Source: an optimization exercise on an open RTL-to-GDS flow (aim: small area, a short achievable clock period and few clock cycles). Production flows keep margins and buffers that such runs may drop.
Function was checked by simulation only, so behaviour that the tests miss may differ from the original.
Power is estimated from default activity; no workload was simulated.

// move_unmaker
module move_unmaker #(
  parameter int DEPTH = 64,
  parameter int PW    = $clog2(DEPTH) + 1
) (
  input  logic          clk_in,
  input  logic          rst_in,
  input  logic          push_valid_in,
  input  logic [14:0]   push_move_in,
  input  logic [430:0]  push_board_in,
  output logic          push_ready_out,
  input  logic          undo_valid_in,
  input  logic [430:0]  board_in,
  output logic          undo_ready_out,
  output logic [430:0]  board_out,
  output logic          valid_out,
  output logic [PW-1:0] depth_out,
  output logic          error_out
);
  localparam int AW = $clog2(DEPTH);
  localparam int NUM_BB = 5;
  localparam int RW = 36;
  localparam logic [2:0] SPECIAL_UNKNOWN    = 3'd0;
  localparam logic [2:0] SPECIAL_CASTLE     = 3'd2;
  localparam logic [2:0] SPECIAL_EN_PASSANT = 3'd3;
  localparam logic [2:0] CAP_K    = 3'd5;
  localparam logic [2:0] CAP_NONE = 3'd7;
  function automatic [7:0] dec3(input [2:0] x);
    dec3 = 8'd1 << x;
  endfunction
  function automatic [31:0] sq_dec(input [11:0] x);
    sq_dec = {dec3(x[11:9]), dec3(x[8:6]), dec3(x[5:3]), dec3(x[2:0])};
  endfunction
  logic [PW-1:0] r_depth;
  logic [RW-1:0] r_mem [0:DEPTH-3];
  logic [RW-1:0] r_sec;
  logic [7:0]    t_sr, t_sf, t_dr, t_df;
  logic [5:0]    t_src, t_dst;
  logic [5:0]    t_cap;
  logic          t_ep, t_dir, t_promo, t_cm;
  logic [18:0]   t_keep;
  logic [430:0]  r_board_out;
  logic          r_valid, r_error;
  logic          w_push_ready, w_undo_ready, w_push_acc, w_undo_acc, w_reject;
  logic [AW-1:0] r_wr_ptr, r_rd_ptr;
  logic          r_full, r_empty;
  assign w_push_ready = !rst_in && !r_full;
  assign w_undo_ready = !rst_in && !r_empty && !push_valid_in;
  assign w_push_acc   = push_valid_in && w_push_ready;
  assign w_undo_acc   = undo_valid_in && w_undo_ready;
  assign w_reject     = !rst_in && ((push_valid_in && r_full) ||
                        (undo_valid_in && r_empty && !push_valid_in));
  logic [63:0]       p_bb [0:NUM_BB-1];
  logic [NUM_BB-1:0] p_at;
  logic [5:0]        p_k0, p_k1, p_src, p_dst;
  logic [2:0]        p_special;
  logic [2:0]        p_dx;
  ...
Size in the first run: about 7,200 cells after synthesis, about 1,300 I/O pins.
==> flow/config.mk <==
export PLATFORM = sky130hd
export DESIGN_NAME = move_unmaker
export DESIGN_NICKNAME = move_unmaker
export VERILOG_FILES = /design/flow/design.v
export SDC_FILE = /design/flow/constraint.sdc
export NUM_CORES = 4
export LEC_CHECK = 0
export CAP_MARGIN = 40
export CORE_MARGIN = 2
export CORE_UTILIZATION = 40
export CTS_BUF_LIST = sky130_fd_sc_hd__clkbuf_16
export CTS_CLUSTER_DIAMETER = 80
export CTS_CLUSTER_SIZE = 25
export SETUP_SLACK_MARGIN = 3.8
export SLEW_MARGIN = 50
==> flow/constraint.sdc <==
create_clock -name core_clock -period 7.0 [get_ports {clk_in}]
set_input_delay 1.4000 -clock core_clock [delete_from_list [all_inputs] [get_ports {clk_in}]]
set_output_delay 1.4000 -clock core_clock [all_outputs]
set_load 0.01 [all_outputs]
standard.sh (not shown) runs the stock make flow with config.mk's settings and CLKGATE_MAP_FILE= SYNTH_SCRIPT=/design/flow/synth_recipe.tcl, a recipe that flattens the netlist after the stock synthesis.
==> flow/flow/run.sh <==
#!/bin/bash
# Standard layout, except that buffer_ports is told to use plain buf_1
# buffers on the ports instead of the delay cells it picks by itself.
set -euo pipefail
here=$(pwd)
bash standard.sh synth > "$here/make_synth.log" 2>&1
export BUFFER_PORTS_ARGS="-buffer_cell sky130_fd_sc_hd__buf_1"
bash standard.sh > "$here/make_layout.log" 2>&1
Testbench counts at the start, summed over its fixed seeds: cycles 24,001.
Rerun with:
--- a/flow/design.v
+++ b/flow/design.v
@@ -107,25 +107,25 @@
       m_rf[j]  = u_castle_mv & t_sr[j / 8] & ((j % 8) == (u_left ? 3 : 5));
       m_rt[j]  = u_castle_mv & t_sr[j / 8] & ((j % 8) == (u_left ? 0 : 7));
     end
     u_b  = ~board_in[1];
     u_k0 = board_in[104:99];
     u_k1 = board_in[110:105];
     u_pw = board_in[98:35];
     u_kb = u_b ? u_k1 : u_k0;
     u_nk  = (u_kb != u_dst);
     m_clr = u_nk ? m_dst : 64'd0;
     for (int i = 0; i < NUM_BB; i++) begin
       u_bb[i]  = board_in[111 + 64*i +: 64];
-      u_has[i] = u_promo ? (i == 0) : |(u_bb[i] & m_dst);
+      u_has[i] = u_promo ? (i == 0) : u_bb[i][u_dst];
       u_bb[i]  = (u_bb[i] & ~m_clr) | (u_nk && u_has[i] ? m_src : 64'd0) |
                  (u_cap[i] ? m_cap : 64'd0);
     end
     u_bb[3] = (u_bb[3] & ~m_rf) | m_rt;
     if (!u_nk) begin
       if (u_b) u_k1 = u_src; else u_k0 = u_src;
     end
     if (u_cap_k) begin
       if (u_b) u_k0 = u_dst; else u_k1 = u_dst;
     end
     u_pw = u_pw & ~m_dst;
     u_pw = u_b ? (u_pw & ~m_src) : (u_pw | m_src);
Design area went up by 2.7%.
Synthesized cell count went down by 1.3%.
Via count hardly moves.
Combinational power went up by 22%.
Critical path depth went up by 3.
Worst setup slack loses 88 ps.
Testbench counts after the change, summed over its fixed seeds: cycles 24,001.

[static timing again, ports no longer ideal]
Ports are ideal in the flow. The routed layouts listed here were re-timed in OpenROAD. Step 1: set_driving_cell puts a clkbuf_16 on clk_in and a buf_2 on each other input, an assumption about the parent block. Step 2 times the ports against the registers' clock, not the clock port: input delays grow and output delays shrink by t, the midpoint of the rising clock arrivals with the driver on. a / b / c = no drivers / after step 1 / after step 2; a / b = the first two.
run	t (ns)	setup WS [ns]	hold WS [ns]	slew at the worst register clock pin (ns)
the first run	0.966	3.635 / 3.594 / 2.677	0.389 / 0.389 / 0.389	0.11 / 0.11
the second run	0.940	3.547 / 3.547 / 2.665	0.377 / 0.377 / 0.377	0.10 / 0.10
After both steps every run listed still meets setup and hold. For the first run, which loses most, drivers alone change the setup slack by -0.041 ns; drivers and shift together by -0.958 ns.
